Background: an optimization exercise with open tools, aiming at small area, a short achievable clock period and few clock cycles per item. Do not read the settings as production practice. Where RTL was checked, it was by simulation tests only, not by an equivalence proof against the original. Function not checked in run 1: the RTL went through the layout flow alone.

==> flow/design.v (outline; a module is shown in full before it is edited, if it fits) <==
// module seven_segment_mux_scanner: 759 lines
module seven_segment_mux_scanner (
  input  logic                         clk_i,
  input  logic                         rst_ni,
  input  logic                         item_valid_i,
  output logic                         item_ready_o,
  input  logic                         item_req_type_i,
  input  logic [ssms_pkg::NumberW-1:0] item_number_i,
  input  logic [ssms_pkg::PointW-1:0]  item_point_index_i,
  output logic                         res_valid_o,
  input  logic                         res_ready_i,
  output logic [ssms_pkg::SegW-1:0]    res_segment_levels_o,
  output logic [ssms_pkg::EnableW-1:0] res_digit_enable_levels_o,
  output logic [ssms_pkg::PosW-1:0]    res_active_position_o,
  input  logic                         psel,
  input  logic                         penable,
  input  logic                         pwrite,
  input  logic [ssms_pkg::AddrW-1:0]   paddr,
  input  logic [ssms_pkg::DataW-1:0]   pwdata,
  output logic [ssms_pkg::DataW-1:0]   prdata,
  output logic                         pready
);
  // ...
==> flow/flow/run.sh <==
#!/bin/bash
# Layout flow: the standard flow (standard.sh) with two changes:
#  - ports are buffered with the cell named in flow/port_buffer.txt (when present)
#    instead of the cell the resizer picks by default; every port still gets a buffer;
#  - when flow/abc_map.script is present, the combinational logic of the standard
#    synthesis is re-mapped with that ABC script (same Yosys script otherwise). The
#    registers (names, count, cell types) are compared with the standard synthesis;
#    if they differ in any way the standard netlist is used unchanged.
# Each tool's output goes to a log file of its own in this folder.
set -uo pipefail
HERE=$(pwd)
RES=$HERE/orfs/results/$FLOW_PLATFORM/seven_segment_mux_scanner/base
EXTRA=()
if [[ -f flow/port_buffer.txt ]]; then
  EXTRA+=("BUFFER_PORTS_ARGS=-buffer_cell $(tr -d ' \n' < flow/port_buffer.txt)")
fi

bash standard.sh "${EXTRA[@]}" synth > $HERE/log_standard_synth.txt 2>&1 || exit 1
cp $RES/1_2_yosys.v $HERE/standard_1_2_yosys.v

# 2. the same synthesis with the ABC script replaced
if [[ -f flow/abc_map.script ]]; then
  MAKELINE=$(grep '^make ' standard.sh)
  {
    echo 'proc abc {args} {'
    echo '  set i [lsearch -exact $args -script]'
    echo "  if {\$i >= 0} { lset args [expr {\$i + 1}] $HERE/flow/abc_map.script }"
    echo '  yosys abc {*}$args'
    echo '}'
    cat synth_recipe.tcl
  } > $HERE/my_synth.tcl
  MYLINE=$(echo "$MAKELINE" | sed -e "s#WORK_HOME=[^ ]*#WORK_HOME=$HERE/orfs_my#" -e "s#SYNTH_SCRIPT=[^ ]*#SYNTH_SCRIPT=$HERE/my_synth.tcl#" -e 's#"\${@:-finish}"#synth#')
  eval "$MYLINE" > $HERE/log_my_synth.txt 2>&1
  MYRES=$HERE/orfs_my/results/$FLOW_PLATFORM/seven_segment_mux_scanner/base
  regs() { grep -E '^\s*sky130_fd_sc_hd__(df|edf|sdf|dl)[a-z0-9_]*\s' "$1" | awk '{print $1, $2}' | sed -E 's/_[0-9]+ / /' | sort; }
  if [[ -f $MYRES/1_2_yosys.v ]] && diff <(regs $HERE/standard_1_2_yosys.v) <(regs $MYRES/1_2_yosys.v) > $HERE/log_reg_diff.txt \
     && [[ $(regs $HERE/standard_1_2_yosys.v | wc -l) -gt 0 ]]; then
    echo "registers match; using the re-mapped netlist" > $HERE/log_choice.txt
    cp $MYRES/1_2_yosys.v $RES/1_2_yosys.v
    rm -f $RES/1_synth.odb $RES/1_synth.sdc
  else
    echo "registers differ; using the standard netlist" > $HERE/log_choice.txt
  fi
fi

# 3. the rest of the standard flow
bash standard.sh "${EXTRA[@]}" finish > $HERE/log_standard_finish.txt 2>&1
==> flow/flow/port_buffer.txt <==
sky130_fd_sc_hd__buf_1
==> flow/standard.sh <==
#!/bin/bash
# synth_recipe.tcl (not shown) runs the flow's synth.tcl, then flattens the netlist and writes it again
# the make line also repeats each setting of config.mk as NAME=value (left out here)
make -C /OpenROAD-flow-scripts/flow DESIGN_CONFIG=/design/flow/config.mk WORK_HOME=/design/flow/orfs CLKGATE_MAP_FILE= SYNTH_SCRIPT=/design/flow/synth_recipe.tcl "${@:-finish}"
==> flow/config.mk <==
export PLATFORM = sky130hd
export DESIGN_NAME = seven_segment_mux_scanner
export DESIGN_NICKNAME = seven_segment_mux_scanner
export VERILOG_FILES = /design/flow/design.v
export SDC_FILE = /design/flow/constraint.sdc
export NUM_CORES = 4
export LEC_CHECK = 0
export ABC_AREA = 1
export CAP_MARGIN = 20
export CORE_MARGIN = 2
export CORE_UTILIZATION = 40
export CTS_BUF_LIST = sky130_fd_sc_hd__clkbuf_16
export CTS_CLUSTER_DIAMETER = 100
export CTS_CLUSTER_SIZE = 20
export PLACE_DENSITY = 0.6
export SETUP_SLACK_MARGIN = 2.0
export SLEW_MARGIN = 20
==> flow/constraint.sdc <==
create_clock -name core_clock -period 4.5 [get_ports {clk_i}]
set_input_delay 0.9000 -clock core_clock [delete_from_list [all_inputs] [get_ports {clk_i}]]
set_output_delay 0.9000 -clock core_clock [all_outputs]
set_load 0.01 [all_outputs]
==> run summary, run 1 <==
placed inst area 0.0208 mm2; Total Wirelength 38500 um; max reg flops 32; gr ovfl total 0; EDFF count, synth 212; Synth area leader edfxtp_1; met1 Use GR 0.189; count leader, synth nand2_1; Root Buffer clkbuf_16; Post-CTS Setup Inserts 15; final setup fails 0; M3 GR Usage 0.0175; Ports 134; synthesized flop and latch total 276; outcome no timing/DRC/antenna violations; site row count 81; drt first pass iters 5; Via density 4.86; tapcells inserted 664; Crit path largest cell delay 0.17 ns; met3 routed WL 1120 um; Final min period 2.47 ns; R2R cell count 13; CTS sink count 276; Non-clock buffer share 0.0227; Setup crit start kind input port; Post-Synth Simple-Gate Area 0.379; grt peak-use layer met2; clk_buf instances 19; share of the yosys chip area belonging to registers 0.402; R2R Setup Slk 2.19 ns
==> run 2: changes to the inputs <==
--- a/flow/design.v
+++ b/flow/design.v
@@ -39,29 +39,33 @@
   logic [7:0]      held_q;
   logic [7:0]      en_q;
   logic            lit_q;
   logic            res_valid_q;
   logic       adv_w;
   logic       cfg_wr_w;
   logic [1:0] cfg_idx_w;
   logic [3:0] rd_w;
+  logic [3:0] rd_q;
   assign pready    = 1'b1;
   assign cfg_idx_w = paddr[3:2];
   assign cfg_wr_w  = psel && penable && pwrite;
   always_comb begin
     rd_w = '0;
     case (cfg_idx_w)
       2'd0: rd_w    = num_digits_q;
       2'd1: rd_w[0] = seg_act_high_q;
       2'd2: rd_w[0] = en_act_high_q;
       default: rd_w[0] = scan_en_q;
     endcase
   end
-  assign prdata = {28'd0, rd_w};
+  always_ff @(posedge clk_i) begin
+    rd_q <= rd_w;
+  end
+  assign prdata = {28'd0, rd_q};
   always_ff @(posedge clk_i or negedge rst_ni) begin
     if (!rst_ni) begin
       num_digits_q   <= 4'd4;
       seg_act_high_q <= 1'b1;
       en_act_high_q  <= 1'b0;
       scan_en_q      <= 1'b0;
     end else if (cfg_wr_w) begin
       case (cfg_idx_w)
==> run 2 against run 1 <==
Against the previous run: sequential share of layout area increased by 0.23 points; die area up 0.97%; worst hold slack gained 0.0065 ns; synthesized cell count is 0.99% higher; via count grew 0.44%; register-to-register slack got worse by 0.04 ns; critical path depth did not move; utilization hardly changed; largest cell class unchanged.
==> run summary, run 2 <==
mapped cell area 0.0200 mm2 (was 0.0198 mm2); unrepaired setup endpoints after global routing true (was false); registers with the most flip-flops digit_q: 32 flops, b1_q: 25 flops, b2_q: 20 flops (unchanged); CTS buffer count 18 (unchanged); Die X 228 um (was 227 um); most common cell after layout, fill and taps aside nand2_1 (unchanged); routed vias 17700 (was 17600); max reg flops 32 (unchanged); drt first pass iters 5 (unchanged); outcome no timing/DRC/antenna violations (unchanged); Post-synth top flop edfxtp_1 (unchanged); Worst Hold Class flip-flop to flip-flop (unchanged); Final period util 0.532 (was 0.548); Top reg by flops digit_q (unchanged); first-pass GRT wire length 68700 um (was 67700 um); final core area utilization 0.442 (about the same); full die area 0.0519 mm2 (was 0.0514 mm2); setup TNS 0 ns (unchanged); CP most frequent cell buf_1; slowest cell on the critical path buf_1 (was o2111ai_2); Layout area overhead 8.51% (was 9.19%); CTS sink count 280 (was 276); final setup fails 0 (unchanged); Filler Cells Inserted 4850 (was 4787); CP Data Required Time 3.60 ns (about the same); Port Buffers 74 (unchanged); vias in the first global route 16500 (was 16400); share of cells above drive strength 1 0.119 (was 0.112); Area contributors post-synth edfxtp_1 (32%), nand2_1 (19%), nand3_1 (8.1%) (was edfxtp_1 (32%), nand2_1 (19%), nand3_1 (8.2%)); critical path endpoint category output pin (unchanged); worst r2r src res_valid_q (was nxt_q[0]); Setup crit start kind input port (unchanged); Layout Nets 3061 (was 3045); Slew Limit Fails 0 (unchanged); gr ovfl total 0 (unchanged); Post-CTS Hold Buffers 0 (unchanged); clk buf depth 3 (unchanged); EDFF count, synth 212 (unchanged); count leader, synth nand2_1 (unchanged); MaxCap Viol Count 0 (unchanged); Synth warnings 1 (unchanged); post-synth top area share 0.318 (was 0.321); cells after synthesis 2869 (was 2841); post-detail-place hpwl 28800 um (was 28500 um); CP max FO 18 (was 5); Final min period 2.40 ns (was 2.47 ns); Ports 134 (unchanged); Clk Latency, worst-skew pair 0.53 ns (about the same); starting density of the core 0.407 (was 0.405); Worst Setup SP res_ready_i (was paddr[3]); initial drt markers 945 (was 897); Worst Path Arrival 1.50 ns (was 1.57 ns); critical path, cell by cell buf_1 -> nor2_4 -> buf_12 -> clkinv_16 -> buf_1 (was clkbuf_2 -> nor2_4 -> inv_2 -> o2111ai_2 -> buf_2); Buf+Inv Stages, Crit Path 4 (was 3); top cells by count, synth nand2_1 (1028), nand3_1 (323), inv_1 (319) (was nand2_1 (1021), inv_1 (346), nand3_1 (324)); Crit path largest cell delay 0.15 ns (was 0.17 ns); H-tree depth 1 (unchanged); WL per Instance 10.7 um (was 10.6 um); # diodes 0 (unchanged); critical path type input port to output pin (unchanged); most frequent cells in the layout nand2_1 (1028), inv_1 (323), nand3_1 (323) (was nand2_1 (1020), inv_1 (349), nand3_1 (324)); final hold viol count 0 (unchanged); clock transition at the registers of the reported paths 0.08 ns (was 0.09 ns); Fin Clk Skew 0.0185 ns (was 0.0191 ns); initial antenna violation count 0 (unchanged); Post-DRT Antenna Nets 0 (unchanged); Via density 4.86 (about the same); largest net degree at the start of global routing 72 (was 81); worst rel slew slack 0.407 (was 0.358); Die Ht 228 um (was 227 um); FMAX 0.417 GHz (was 0.405 GHz); Synth area leader edfxtp_1 (unchanged); Total Wirelength 39100 um (was 38500 um); synthesized flop and latch total 280 (was 276); share of the yosys chip area belonging to registers 0.402 (about the same); gr usage total 0.149 (was 0.151); Root Buffer clkbuf_16 (unchanged); cell family with most CP delay buffers and inverters (unchanged); Final GP Congestion 0.826 (was 0.843); core area 0.0492 mm2 (was 0.0490 mm2); Netlist cell types 54 (was 53); Slew @ Worst Pin 0.890 ns (was 0.962 ns); DRC 0 (unchanged); CTS tree done (unchanged); Syn Area/Cell 6.98 um2 (about the same); Synth async-reset ratio 0.229 (was 0.232); site row count 81 (unchanged); Hold Crit Start b2_q[2] (was b1_q[16])
-- run 2: changes by cell type after synthesis, sizes merged, moves of 3 or more --
cell / previous run / this run
nand2: 1079 / 1102
inv: 408 / 401
or2: 14 / 19
dfxtp: 0 / 4
nor2: 250 / 246
a22oi: 8 / 5
nand4: 15 / 18
nor3: 7 / 10
o21ai: 220 / 223
-- run 2: area by class of cell --
type	instances	area, um2	share of cell area
multi-input combinational	2173	10300	0.474
sequential	280	8060	0.371
inverter	404	1550	0.0712
tap	664	831	0.0382
clock buffer	19	475	0.0219
timing repair buffer	87	393	0.0181
clock inverter	10	71.3	0.00328
timing repair inverter	3	43.8	0.00202
-- run 2: cells by family after synthesis --
| logic type | Yosys count | synth area share |
|---|---|---|
| XOR/XNOR | 15 | 0.00656 |
| flip-flops | 280 | 0.402 |
| AO/OA/AOI/OAI | 366 | 0.109 |
| adder cells (fa/ha/maj) | 14 | 0.00875 |
| AND/OR/NAND/NOR | 1749 | 0.383 |
| buffers and inverters | 443 | 0.0896 |
| other | 2 | 0.000375 |
-- run 2: layer usage --
metal / vias to the layer above / GRT usage / share of wire
li1: 9477 / - / -
met1: 7980 / 0.187 / 0.47
met2: 206 / 0.272 / 0.48
met3: 38 / 0.0177 / 0.029
met4: 0 / 0.0315 / 0.019
met5: - / 0 / 0
-- run 2: per-stage QoR --
step	instances	hold WS [ns]	setup slack, ns	area, um2
3_3_place_gp	3597	0.400	1.54	21000
4_1_cts	3630	0.422	1.90	21600
6_report	3640	0.418	2.10	21700
2_1_floorplan	2896	0.400	1.95	20200
3_5_place_dp	3597	0.405	1.50	21000
5_1_grt	3640	0.426	1.95	21700
-- run 2: path summary, 6_finish.rpt --
| kind | endpoint | slack, ns | cells past startpoint |
|---|---|---|---|
| max | item_ready_o | 2.10 | 5 |
| min | b3_q[2] | 0.42 | 0 |
| max reg2reg | digit_q[9] | 2.15 | 14 |
| min reg2reg | b3_q[2] | 0.42 | 0 |
| max in group asynchronous | nxt_q[0] | 3.06 | 2 |
| min in group asynchronous | en_act_high_q | 0.49 | 1 |
-- run 2: repair_timing --
item / in CTS / in global routing
resized for setup: 2 / 12
gates cloned: 2 / 1
setup endpoints to repair: 5 / 29
setup buffers: 2 / 9
hold endpoints to repair: 0 / 0
pin swaps: 1 / 2
Testbench counts of run 2, summed over its fixed seeds: cycles 9,792, items 9,600.
==> run 3: changes to the inputs <==
--- a/flow/config.mk
+++ b/flow/config.mk
@@ -13,5 +13,5 @@
 export CTS_CLUSTER_DIAMETER = 100
 export CTS_CLUSTER_SIZE = 20
 export PLACE_DENSITY = 0.6
-export SETUP_SLACK_MARGIN = 2.0
+export SETUP_SLACK_MARGIN = 2.2
 export SLEW_MARGIN = 20
==> run 3 against run 2 <==
Against the previous run: still clean on timing, DRC and antenna; sequential share of layout area decreased by 0.81 points; register-to-register slack gained 0.19 ns; die area stayed put; synthesized cell count did not move; clock skew rose by 0.0011 ns; clock-buffer cell count did not move; critical path depth is the same; non-clock buffer count up 27; worst hold slack lost 0.011 ns; first-iteration DRC count increased by 2.2%.
==> run summary, run 3 <==
xor/xnor share of the synthesized area 0.00656 (unchanged); Final period util 0.516 (was 0.532); worst rel slew slack 0.389 (was 0.407); FMAX 0.431 GHz (was 0.417 GHz); CTS tree done (unchanged); cells after synthesis 2869 (unchanged); registers with the most flip-flops digit_q: 32 flops, b1_q: 25 flops, b2_q: 20 flops (unchanged); Fin Clk Skew 0.0196 ns (was 0.0185 ns); unrepaired setup endpoints after global routing true (unchanged); Port Buffers 74 (unchanged); final setup fails 0 (unchanged); critical path endpoint category output pin (unchanged); core area 0.0492 mm2 (unchanged); starting density of the core 0.407 (unchanged); Layout area overhead 10.9% (was 8.51%); Slew Limit Fails 0 (unchanged); Post-DRT Antenna Nets 0 (unchanged); DRC 0 (unchanged); gr usage total 0.150 (was 0.149); first-pass GRT wire length 69700 um (was 68700 um); H-tree depth 1 (unchanged); main combinational cell family by area after synthesis simple AND/OR/NAND/NOR gates (unchanged); Layout Nets 3089 (was 3061); Post-Synth Simple-Gate Area 0.383 (unchanged); Synth async-reset ratio 0.229 (unchanged); most frequent cells in the layout nand2_1 (1019), nand3_1 (320), inv_1 (318) (was nand2_1 (1028), inv_1 (323), nand3_1 (323)); initial drt markers 966 (was 945); drt first pass iters 5 (unchanged); post-synth top area share 0.318 (unchanged); gr ovfl total 0 (unchanged); CTS sink count 280 (unchanged); CP Data Required Time 3.60 ns (about the same); outcome no timing/DRC/antenna violations (unchanged); Setup crit start kind input port (unchanged); WL per Instance 10.7 um (about the same); count leader, synth nand2_1 (unchanged); Final Cell Area 0.0222 mm2 (was 0.0217 mm2); Worst Setup SP res_ready_i (unchanged); mapped cell area 0.0200 mm2 (unchanged); R2R cell count 13 (was 14); top cells by count, synth nand2_1 (1028), nand3_1 (323), inv_1 (319) (unchanged); Root Buffer clkbuf_16 (unchanged); placed inst area 0.0210 mm2 (about the same); Final min period 2.32 ns (was 2.40 ns); Compound-Gate Fraction of Synth Area 0.109 (unchanged); share of the yosys chip area belonging to registers 0.402 (unchanged); Total Wirelength 39300 um (was 39100 um); most common cell after layout, fill and taps aside nand2_1 (unchanged); MaxCap Viol Count 0 (unchanged); Post-CTS Hold Buffers 0 (unchanged); Post-synth top flop edfxtp_1 (unchanged); CP max FO 3 (was 18); Final GP Congestion 0.825 (was 0.826); Hold Crit Endpoint b5_q[2] (was b3_q[2]); critical path type input port to output pin (unchanged); Netlist cell types 54 (unchanged); max reg flops 32 (unchanged); share of cells above drive strength 1 0.141 (was 0.119); Worst Hold Class flip-flop to flip-flop (unchanged); Filler Cells Inserted 4773 (was 4850); Ports 134 (unchanged); Placed Cells 3597 (unchanged); Hold Crit Start b4_q[2] (was b2_q[2]); Reg-to-Reg End g5_6_q[0] (was digit_q[9]); Finished Layout Cells 3667 (was 3640); clk buf depth 3 (unchanged); Via density 4.88 (was 4.86); Adder-Cell Fraction of Synth Area 0.00875 (unchanged); full die area 0.0519 mm2 (unchanged); CTS buffer count 19 (was 18); Syn Area/Cell 6.98 um2 (unchanged); R2R Setup Slk 2.34 ns (was 2.15 ns); EDFF count, synth 212 (unchanged); largest net degree at the start of global routing 82 (was 72); Die Ht 228 um (unchanged); Clk Latency, worst-skew pair 0.54 ns (was 0.53 ns); Synth area leader edfxtp_1 (unchanged); post-synthesis mux area share 0 (unchanged); vias in the first global route 16600 (was 16500); routed vias 17900 (was 17700); hold slack 0.407 ns (was 0.418 ns); Area contributors post-synth edfxtp_1 (32%), nand2_1 (19%), nand3_1 (8.1%) (unchanged); final hold viol count 0 (unchanged); initial antenna violation count 0 (unchanged); # diodes 0 (unchanged); site row count 81 (unchanged); Slew @ Worst Pin 0.916 ns (was 0.890 ns); Synth warnings 1 (unchanged); synthesized flop and latch total 280 (unchanged); setup TNS 0 ns (unchanged); post-detail-place hpwl 28700 um (was 28800 um); worst r2r src g4_1_q[0] (was res_valid_q); Hold Path Depth 0 (unchanged); Worst Path Arrival 1.42 ns (was 1.50 ns); clock transition at the registers of the reported paths 0.10 ns (was 0.08 ns); Die X 228 um (unchanged); Top reg by flops digit_q (unchanged)
## run 3: cell counts after synthesis
No cell type changed its count.
## run 3: critical path, cell delays in order
cell       delay (ns)
buf_1            0.10
nor2_4           0.10
buf_12           0.14
clkinv_16        0.06
buf_6            0.11
## run 3: how the worst max path moves through the flow
| stage | slack, ns | depth (start not counted) | endpoint |
|---|---|---|---|
| finish | 2.18 | 5 | item_ready_o |
| global route | 2.15 | 5 | item_ready_o |
| CTS | 2.16 | 5 | item_ready_o |
| detailed placement | 1.44 | 12 | digit_q[9] |
| global placement | 1.53 | 12 | digit_q[9] |
| floorplan | 1.96 | 2 | item_ready_o |
## run 3: stage by stage
step | setup WS, ns | utilization
2_1_floorplan | 1.96 | -
3_3_place_gp | 1.53 | 0.427
3_5_place_dp | 1.44 | 0.427
4_1_cts | 2.16 | 0.442
5_1_grt | 2.15 | 0.452
6_report | 2.18 | 0.452
## run 3: final cells by class
class / count / area [um2] / area share
multi-input combinational: 2173 / 10500 / 0.474
sequential: 280 / 8060 / 0.363
inverter: 404 / 1560 / 0.0703
tap: 664 / 831 / 0.0374
timing repair buffer: 114 / 639 / 0.0288
clock buffer: 19 / 475 / 0.0214
clock inverter: 10 / 72.6 / 0.00327
timing repair inverter: 3 / 48.8 / 0.00220
## run 3: kinds of logic after synthesis
group                      after synthesis
and+or+nand+nor                       1749
DFF                                    280
other                                    2
adders and majority gates               14
buffers and inverters                  443
AOI/OAI and AO/OA                      366
xor gates and xnor gates                15
## run 3: timing repair
item,4_1_cts,5_1_grt
setup endpoints to repair,14,138
resized for setup,9,78
pin swaps,2,31
gates cloned,3,0
buffers inserted,11,27
## run 3: layer usage
metal,part of all wire,track usage
met1,0.47,0.190
met5,0,0
met3,0.028,0.0175
met2,0.48,0.270
met4,0.022,0.0384
==> run 4: changes to the inputs <==
--- a/flow/config.mk
+++ b/flow/config.mk
@@ -13,5 +13,5 @@
 export CTS_CLUSTER_DIAMETER = 100
 export CTS_CLUSTER_SIZE = 20
 export PLACE_DENSITY = 0.6
-export SETUP_SLACK_MARGIN = 2.2
+export SETUP_SLACK_MARGIN = 2.1
 export SLEW_MARGIN = 20
==> run 4 against run 3 <==
Against the previous run: still clean; via count decreased by 0.75%; synthesized cell count did not move; area after synthesis stayed put; largest cell class unchanged.
==> run summary, run 4 <==
outcome no timing/DRC/antenna violations (unchanged); WL per Instance 10.8 um (was 10.7 um); hold slack 0.417 ns (was 0.407 ns); initial drt markers 1022 (was 966); final hold viol count 0 (unchanged); Layout Nets 3072 (was 3089); unrepaired setup endpoints after global routing false (was true); Synth area leader edfxtp_1 (unchanged); synthesized flop and latch total 280 (unchanged); DRC 0 (unchanged); CP Data Required Time 3.60 ns (about the same); clock transition at the registers of the reported paths 0.08 ns (was 0.10 ns); worst r2r src res_valid_q (was g4_1_q[0]); post-synth top area share 0.318 (unchanged); top cells by count, synth nand2_1 (1028), nand3_1 (323), inv_1 (319) (unchanged); CTS buffer count 18 (was 19); Via density 4.87 (was 4.88); Synth warnings 1 (unchanged); FMAX 0.422 GHz (was 0.431 GHz); Die X 228 um (unchanged); starting density of the core 0.407 (unchanged); MaxCap Viol Count 0 (unchanged); core area 0.0492 mm2 (unchanged); Setup crit start kind input port (unchanged); full die area 0.0519 mm2 (unchanged); mapped cell area 0.0200 mm2 (unchanged); Reg-to-Reg End digit_q[17] (was g5_6_q[0]); Clk Latency, worst-skew pair 0.53 ns (was 0.54 ns); Layout area overhead 9.27% (was 10.9%); Worst Setup EP item_ready_o (unchanged); share of the yosys chip area belonging to registers 0.402 (unchanged); most common cell after layout, fill and taps aside nand2_1 (unchanged); Die Ht 228 um (unchanged); worst rel slew slack 0.405 (was 0.389); Final period util 0.526 (was 0.516); EDFF count, synth 212 (unchanged); share of cells above drive strength 1 0.126 (was 0.141); gr usage total 0.151 (was 0.150); H-tree depth 1 (unchanged); setup TNS 0 ns (unchanged); Port Buffers 74 (unchanged); clk buf depth 3 (unchanged); Final GP Congestion 0.826 (was 0.825); Slew @ Worst Pin 0.892 ns (was 0.916 ns); vias in the first global route 16600 (about the same); R2R cell count 15 (was 13); gr ovfl total 0 (unchanged); Worst Hold Class flip-flop to flip-flop (unchanged); critical path type input port to output pin (unchanged); Top reg by flops digit_q (unchanged); CTS tree done (unchanged); first-pass GRT wire length 69500 um (was 69700 um); Final min period 2.37 ns (was 2.32 ns); R2R Setup Slk 2.28 ns (was 2.34 ns); max reg flops 32 (unchanged); Hold Path Depth 0 (unchanged); Synth async-reset ratio 0.229 (unchanged); # diodes 0 (unchanged); Netlist cell types 54 (unchanged); Filler Cells Inserted 4853 (was 4773); final setup fails 0 (unchanged); largest net degree at the start of global routing 72 (was 82); Total Wirelength 39400 um (was 39300 um); routed vias 17800 (was 17900); Fin Clk Skew 0.0205 ns (was 0.0196 ns); Post-CTS Hold Buffers 0 (unchanged); CP max FO 2 (was 3); most frequent cells in the layout nand2_1 (1025), nand3_1 (323), inv_1 (319) (was nand2_1 (1019), nand3_1 (320), inv_1 (318)); registers with the most flip-flops digit_q: 32 flops, b1_q: 25 flops, b2_q: 20 flops (unchanged); Post-DRT Antenna Nets 0 (unchanged); Syn Area/Cell 6.98 um2 (unchanged); critical path endpoint category output pin (unchanged); Post-synth top flop edfxtp_1 (unchanged); Worst Setup SP res_ready_i (unchanged); Ports 134 (unchanged); cells after synthesis 2869 (unchanged); initial antenna violation count 0 (unchanged); Area contributors post-synth edfxtp_1 (32%), nand2_1 (19%), nand3_1 (8.1%) (unchanged); Root Buffer clkbuf_16 (unchanged); Worst Path Arrival 1.47 ns (was 1.42 ns); post-detail-place hpwl 28800 um (was 28700 um); site row count 81 (unchanged); count leader, synth nand2_1 (unchanged); Slew Limit Fails 0 (unchanged); drt first pass iters 5 (unchanged); CTS sink count 280 (unchanged)
-- run 4: cell types whose count changed in the layout (fill, tap and decap cells not counted), sizes merged --
| cell | change |
|---|---|
| buf | -16 |
| inv | -4 |
| clkinvlp | +2 |
| bufinv | +1 |
| clkinv | +1 |
-- run 4: worst min path at each step --
stage	start	slack (ns)	to
2_1_floorplan	b1_q[0]	0.40	b2_q[0]
3_3_place_gp	b2_q[14]	0.40	b3_q[14]
3_5_place_dp	b1_q[10]	0.40	b2_q[10]
4_1_cts	b2_q[2]	0.42	b3_q[2]
5_1_grt	b2_q[2]	0.43	b3_q[2]
6_report	b2_q[2]	0.42	b3_q[2]
-- run 4: cells by family (layout without fill, tap and decap cells) --
logic type	Yosys count	count (layout)	share of synthesized area
AO/OA/AOI/OAI	366	366	0.109
AND/OR/NAND/NOR	1749	1749	0.383
adder cells (fa/ha/maj)	14	14	0.00875
XOR/XNOR	15	15	0.00656
buffers and inverters	443	534	0.0896
flip-flops	280	280	0.402
other	2	29	0.000375
-- run 4: through the flow --
step,instance area (um2),worst slack (ns),std cells,util
6_report,21900,2.13,3651,0.445
5_1_grt,21900,2.10,3651,0.445
4_1_cts,21700,2.07,3638,0.442
3_5_place_dp,21000,1.50,3597,0.427
3_3_place_gp,21000,1.54,3597,0.427
2_1_floorplan,20200,1.95,2896,-
-- run 4: metal layers --
metal  vias up  GRT usage  share of wire
met5         -          0              0
met4         0     0.0313          0.015
met3        41     0.0185          0.028
met2       205      0.277           0.48
met1      8023      0.190           0.47
li1       9501          -              -
-- run 4: layout make-up --
type,count,area [um2],share of cell area
well taps,664,831,0.0380
repair buffers,98,473,0.0216
inverters,404,1560,0.0712
clock buffers,19,475,0.0217
repair inverters,3,48.8,0.00223
multi-input cells,2173,10400,0.474
clock inverters,10,71.3,0.00326
flip-flops and latches,280,8060,0.368
-- run 4: worst max-delay path, cell delays in order --
cell,delay (ns)
buf_1,0.10
nor2_4,0.13
buf_12,0.14
clkinv_16,0.06
buf_2,0.13
-- run 4: what timing repair did --
action | 4_1_cts | 5_1_grt
gates cloned | 3 | 0
endpoints found under the hold margin | 0 | 0
pin swaps | 2 | 3
setup endpoints to repair | 9 | 26
gates resized for setup | 9 | 28
buffers inserted | 9 | 13
==> run 5: changes to the inputs <==
==> flow/flow/abc_map.script (new file) <==
strash
dch
map -D 1500
topo
stime -c
buffer -c
upsize -c
dnsize -c
==> run 5 against run 4 <==
Against the previous run: non-clock buffer count up 94; global-route usage decreased by 0.22 points; worst hold slack worse by 0.0052 ns; sequential cell count stayed put; setup slack worse by 0.023 ns; critical path type is now flip-flop to flip-flop; wire length down 1.8%; fmax fell by 0.96%; register-to-register slack worse by 0.17 ns; sequential share of layout area is 0.49 points lower.
==> run summary, run 5 <==
FMAX 0.418 GHz (was 0.422 GHz); final hold viol count 0 (unchanged); Synth warnings 1 (unchanged); largest net degree at the start of global routing 169 (was 72); H-tree depth 1 (unchanged); routed vias 16500 (was 17800); DRC 0 (unchanged); Post-DRT Antenna Nets 0 (unchanged); Root Buffer clkbuf_16 (unchanged); Worst Path Arrival 2.67 ns (was 1.47 ns); site row count 78 (was 81); DP Worst Slack 1.33 ns (was 1.50 ns); Worst Hold Class flip-flop to flip-flop (unchanged); critical path endpoint category flip-flop (was output pin); drt first pass iters 5 (unchanged); registers with the most flip-flops digit_q: 32 flops, b1_q: 25 flops, b2_q: 20 flops (unchanged); share of cells above drive strength 1 0.229 (was 0.126); CP Data Required Time 4.78 ns (was 3.60 ns); M3 GR Usage 0.0173 (was 0.0185); Die X 218 um (was 228 um); MaxCap Viol Count 0 (unchanged); final core area utilization 0.489 (was 0.445); Syn Area/Cell 7.66 um2 (was 6.98 um2); # diodes 0 (unchanged); Worst Setup SP g4_2_q[1] (was res_ready_i); unrepaired setup endpoints after global routing true (was false); full die area 0.0477 mm2 (was 0.0519 mm2); Clk Latency, worst-skew pair 0.53 ns (about the same); WL per Instance 12.1 um (was 10.8 um); Final WS setup 2.11 ns (was 2.13 ns); worst rel slew slack 0.398 (was 0.405); Layout area overhead 20.5% (was 9.27%); Port Buffers 74 (unchanged); Die Ht 218 um (was 228 um); Final GP Congestion 0.841 (was 0.826); most common cell after layout, fill and taps aside nand2_1 (unchanged); Setup crit start kind flip-flop (was input port); grt peak-use layer met2 (unchanged); R2R cell count 11 (was 15); cells after synthesis 2403 (was 2869); Slew Limit Fails 0 (unchanged); Final period util 0.531 (was 0.526); Fin Clk Skew 0.0285 ns (was 0.0205 ns); CP max FO 5 (was 2); Top reg by flops digit_q (unchanged); CTS buffer count 18 (unchanged); Total Wirelength 38700 um (was 39400 um); met1 Use GR 0.179 (was 0.190); most frequent cells in the layout nand2_1 (422), inv_1 (327), nor2_1 (249) (was nand2_1 (1025), nand3_1 (323), inv_1 (319)); Ports 134 (unchanged); CTS tree done (unchanged); post-detail-place hpwl 26500 um (was 28800 um); final setup fails 0 (unchanged); Reg area 0.00806 mm2 (unchanged); Via density 5.13 (was 4.87); initial drt markers 776 (was 1022); critical path type flip-flop to flip-flop (was input port to output pin); Slew @ Worst Pin 0.902 ns (was 0.892 ns); starting density of the core 0.405 (was 0.407); Final min period 2.39 ns (was 2.37 ns); Hold Crit Start b4_q[1] (was b2_q[2]); clk buf depth 3 (unchanged); Filler Cells Inserted 4247 (was 4853); core area 0.0454 mm2 (was 0.0492 mm2); max reg flops 32 (unchanged); first-pass GRT wire length 62300 um (was 69500 um); gr ovfl total 0 (unchanged); gr usage total 0.149 (was 0.151); CTS sink count 280 (unchanged); Hold Path Depth 0 (unchanged); area of the multi-input gates 0.0100 mm2 (was 0.0104 mm2); outcome no timing/DRC/antenna violations (unchanged); vias in the first global route 15000 (was 16600); GRT met2 Usage 0.284 (was 0.277); worst r2r src g4_2_q[1] (was res_valid_q); Layout Nets 2698 (was 3072); initial antenna violation count 0 (unchanged); clock transition at the registers of the reported paths 0.09 ns (was 0.08 ns); mapped cell area 0.0184 mm2 (was 0.0200 mm2)
run 5: cell count changes in the layout (fill, tap and decap cells not counted), sizes merged, moves of 51 or more:
cell,before,now
nand3,341,130
o21ai,223,292
nand2,1102,472
buf,97,191
nor2,246,318
a21oi,96,147
run 5: through the flow:
stage / hold WS [ns] / setup TNS (ns) / instances / cell area, um2
floorplan: 0.400 / -34.28 / 2430 / 18500
global placement: 0.401 / 0 / 3069 / 19300
detailed placement: 0.405 / 0 / 3069 / 19300
CTS: 0.420 / 0 / 3113 / 20100
global route: 0.424 / 0 / 3211 / 22200
finish: 0.412 / 0 / 3211 / 22200
run 5: path summary, 6_finish.rpt:
path / end / slack [ns]
max in group asynchronous: point_q[2] / 3.09
setup reg to reg: g5_3_q[3] / 2.11
hold / removal: b5_q[1] / 0.41
hold reg to reg: b5_q[1] / 0.41
min in group asynchronous: held_q[3] / 0.45
setup / recovery: g5_3_q[3] / 2.11
run 5: critical path: stages, from the launching register on:
cell	delay, ns
edfxtp_1	0.51
buf_6	0.17
a221oi_4	0.30
nand2_1	0.12
nand2_2	0.11
nand2_2	0.07
a21oi_4	0.19
a21oi_4	0.07
a221oi_4	0.35
inv_2	0.07
a21oi_2	0.13
a21oi_1	0.05
run 5: layout make-up:
cell class,count,area share
Multi-Input combinational cell,1697,0.452
Sequential cell,280,0.364
Tap cell,600,0.0339
Clock inverter,8,0.00209
Timing Repair Buffer,192,0.0555
Inverter,415,0.0712
Clock buffer,19,0.0214
run 5: layer usage:
layer	vias to the layer above	wire, um	part of all wire
met5	-	0	0
met1	7734	17300	0.45
met3	36	945	0.024
met2	185	19900	0.51
li1	8523	-	-
met4	0	574	0.015
run 5: repair_timing:
item	in CTS	in global routing
endpoints found under the setup margin	61	162
hold endpoints to repair	0	0
hold buffers	0	0
pin swaps	9	117
setup buffers	17	98
resized for setup	34	388

==> afterwards: timing with drivers on the ports <==
Ports are ideal in the flow. The routed layouts listed here were re-timed in OpenROAD.
Step 1, drivers: a clkbuf_16 drives clk_i and a buf_2 each remaining input, both assumed.
Step 2 adds t to the input delays and takes it off the output delays; t is the mean of the earliest and latest rising clock arrival at the registers after step 1. Input paths then give back, and output paths get back, about the clock's delay inside the block.
Three values: no drivers, after step 1, after step 2; two values: the first two.
| run | t (ns) | setup WS [ns] | latest minus earliest clock arrival (ns) |
|---|---|---|---|
| run 1 | 0.575 | 2.034 / 2.011 / 1.538 | 0.020 / 0.020 |
| run 2 | 0.576 | 2.104 / 2.079 / 1.558 | 0.026 / 0.026 |
| run 3 | 0.583 | 2.180 / 2.155 / 1.739 | 0.021 / 0.021 |
| run 4 | 0.579 | 2.132 / 2.108 / 1.671 | 0.027 / 0.027 |
| run 5 | 0.571 | 2.109 / 2.107 / 1.784 | 0.029 / 0.028 |
After both steps every run listed still meets setup and hold. The setup slack of run 2, which loses most, moves by -0.025 ns with the drivers and by -0.546 ns with both steps.
